Source: an optimization exercise on an open RTL-to-GDS flow (aim: small area, a short achievable clock period and few clock cycles per item). Production flows keep margins and buffers that such runs may drop. Function was checked by simulation only, so behaviour that the tests miss may differ from the original.

Design hilo_md_unit, start of the top module:
module hilo_md_unit #(
    parameter int DATA_W    = 32,
    parameter int DIV_CNT_W = 6
) (
    input  logic              cpu_clk_50M,
    input  logic              cpu_rst_n,
    input  logic              flush_i,
    input  logic              op_valid_i,
    output logic              op_ready_o,
    input  logic [2:0]        op_i,
    input  logic              sign_i,
    input  logic [DATA_W-1:0] src_a_i,
    input  logic [DATA_W-1:0] src_b_i,
    output logic [DATA_W-1:0] hi_o,
    output logic [DATA_W-1:0] lo_o,
    output logic              done_o
);
make LEC_CHECK=0 ABC_AREA=1 CAP_MARGIN=20 CORE_MARGIN=2 CORE_UTILIZATION=40 SETUP_SLACK_MARGIN=5 SLEW_MARGIN=20 finish   # period 14.0 ns
run.sh (not shown) runs the stock make flow with config.mk's settings and CLKGATE_MAP_FILE= SYNTH_SCRIPT=/design/flow/synth_recipe.tcl, a recipe that flattens the netlist after the stock synthesis.
The first run finished clean.
Testbench counts at the start, summed over its fixed seeds: cycles 15,359, ops 12,000.
Then changed:
==> flow/flow/run.sh (new file) <==
#!/bin/bash
set -euo pipefail
export SETUP_SLACK_MARGIN=8
export BUFFER_PORTS_ARGS="-buffer_cell sky130_fd_sc_hd__buf_4"
bash standard.sh finish > standard.log 2>&1
==> flow/standard.sh (new file) <==
#!/bin/bash
# synth_recipe.tcl (not shown) runs the flow's synth.tcl, then flattens the netlist and writes it again
# the make line also repeats each setting of config.mk as NAME=value (left out here)
make -C /OpenROAD-flow-scripts/flow DESIGN_CONFIG=/design/flow/config.mk WORK_HOME=/design/flow/orfs CLKGATE_MAP_FILE= SYNTH_SCRIPT=/design/flow/synth_recipe.tcl "${@:-finish}"
--- a/flow/config.mk
+++ b/flow/config.mk
@@ -10,4 +10,3 @@
 export CORE_MARGIN = 2
 export CORE_UTILIZATION = 40
-export SETUP_SLACK_MARGIN = 5
 export SLEW_MARGIN = 20
removed: flow/run.sh
Outcome: The new run completed with no timing, DRC or antenna violations. Die area does not change. Via count increases by roughly a tenth. Clock-buffer cell count decreases by 4. Wire length increases by roughly a tenth.
Then changed:
==> flow/flow/run.sh (replaced) <==
#!/bin/bash
set -euo pipefail
export SETUP_SLACK_MARGIN=6.25
export BUFFER_PORTS_ARGS="-buffer_cell sky130_fd_sc_hd__buf_4"
bash standard.sh finish > standard.log 2>&1
Outcome:
- The new run passed the timing, design-rule and antenna checks
- setup slack is worse by 0.052 ns
- fmax shrinks slightly
- design area shrinks by about a fifth
- clock-buffer cell count shrinks by 5
- worst hold slack is about the same
- utilization shrinks by 9.6 points
- die area is unchanged
- first-iteration DRC count shrinks by about a fifth
- wire length shrinks by roughly a tenth
Then changed:
==> flow/flow/run.sh (replaced) <==
#!/bin/bash
set -euo pipefail
export SETUP_SLACK_MARGIN=5
export BUFFER_PORTS_ARGS="-buffer_cell sky130_fd_sc_hd__buf_4"
bash standard.sh finish > standard.log 2>&1
Final area is lower by 5.8%; non-clock buffer count goes down by 158; via count decreases by 2.0%; setup slack got worse by 1.2 ns; wire length shrinks by 0.55%; synthesized cell count stays the same; first-iteration DRC count fell by 3.3%; global-route usage increases by 0.48 points.
Then changed:
==> flow/flow/run.sh (replaced) <==
#!/bin/bash
set -euo pipefail
export SETUP_SLACK_MARGIN=5.5
export BUFFER_PORTS_ARGS="-buffer_cell sky130_fd_sc_hd__buf_4"
bash standard.sh finish > standard.log 2>&1
=> Die area is unchanged; cell area went up by 1.4%; global-route usage hardly moves; hold slack barely changes; critical path depth is lower by 1; wire length grows by 0.50%; cell count is higher by 0.46%; register-to-register slack improves by 0.36 ns.

---

hilo_md_unit, a different RTL version from the one above (not shown whole).
For scale: roughly 6,500 cells after synthesis, about 230 flip-flops, about 140 I/O pins, about 50,000 um^2 of cells after synthesis.
clock: 14.0 ns
lec_check: 0
abc_area: 1
cap_margin: 20
core_margin: 2
core_utilization: 40
place_density: 0.8
setup_slack_margin: 5
slew_margin: 20
Stock flow here: none of the scripts above is used.
The baseline passed the timing, design-rule and antenna checks.
Testbench counts at the start, summed over its fixed seeds: cycles 14,682, ops 12,000.
Then changed:
==> flow/flow/run.sh (new file) <==
#!/bin/bash
set -euo pipefail
export SETUP_SLACK_MARGIN=6.5
export BUFFER_PORTS_ARGS="-buffer_cell sky130_fd_sc_hd__buf_4"
bash standard.sh finish > standard.log 2>&1
==> flow/standard.sh (new file) <==
#!/bin/bash
# synth_recipe.tcl (not shown) runs the flow's synth.tcl, then flattens the netlist and writes it again
# the make line also repeats each setting of config.mk as NAME=value (left out here)
make -C /OpenROAD-flow-scripts/flow DESIGN_CONFIG=/design/flow/config.mk WORK_HOME=/design/flow/orfs CLKGATE_MAP_FILE= SYNTH_SCRIPT=/design/flow/synth_recipe.tcl "${@:-finish}"
--- a/flow/config.mk
+++ b/flow/config.mk
@@ -11,4 +11,2 @@
 export CORE_UTILIZATION = 40
-export PLACE_DENSITY = 0.8
-export SETUP_SLACK_MARGIN = 5
 export SLEW_MARGIN = 20
removed: flow/run.sh
The changed run finished clean.
Worst hold slack gets worse by 8.0 ps.
Utilization climbs by 3.4 points.
Worst setup slack gains 230 ps.
Synthesized area stays the same.
Routed wire length goes up by about 5.5%.
Cell area rose by about 7%.
First-iteration DRC count is lower by 26%.
Global-route usage climbs by 2.8 points.

-- re-timing with driven ports --
How much do the figures lean on ideal ports? The routed layouts below were timed once more, with nothing changed but the port constraints.
Step 1 sets driving cells, clkbuf_16 on the clock port and buf_2 on the other inputs (assumed; they add their load-dependent delay and slew).
Step 2 moves the port delays by t, midway between the first and last clock arrival at a register: inputs arrive t later, outputs are due t later. That takes back most of the time a late clock gives input paths.
Slacks: ideal ports / drivers / drivers and shift; pairs: ideal ports / drivers.
| run | t (ns) | setup slack, ns | worst setup path at the end | pins driven straight from the clock port |
|---|---|---|---|---|
| the first run of note 1 | 0.714 | 5.062 / 5.111 / 4.398 | input to register | 1 |
| the second run of note 1 | 0.723 | 6.366 / 6.354 / 5.631 | input to register | 1 |
| the third run of note 1 | 0.676 | 6.314 / 6.225 / 5.549 | input to register | 1 |
| the fourth run of note 1 | 0.704 | 5.087 / 5.135 / 4.431 | input to register | 1 |
| the fifth run of note 1 | 0.707 | 5.476 / 5.514 / 4.807 | input to register | 1 |
| the first run of note 2 | 0.697 | 4.886 / 4.886 / 4.410 | input to register | 1 |
| the second run of note 2 | 0.726 | 5.112 / 5.112 / 4.946 | input to register | 1 |
After both steps every run listed still meets setup and hold. For the third run of note 1, which loses most, drivers alone change the setup slack by -0.089 ns; drivers and shift together by -0.765 ns.
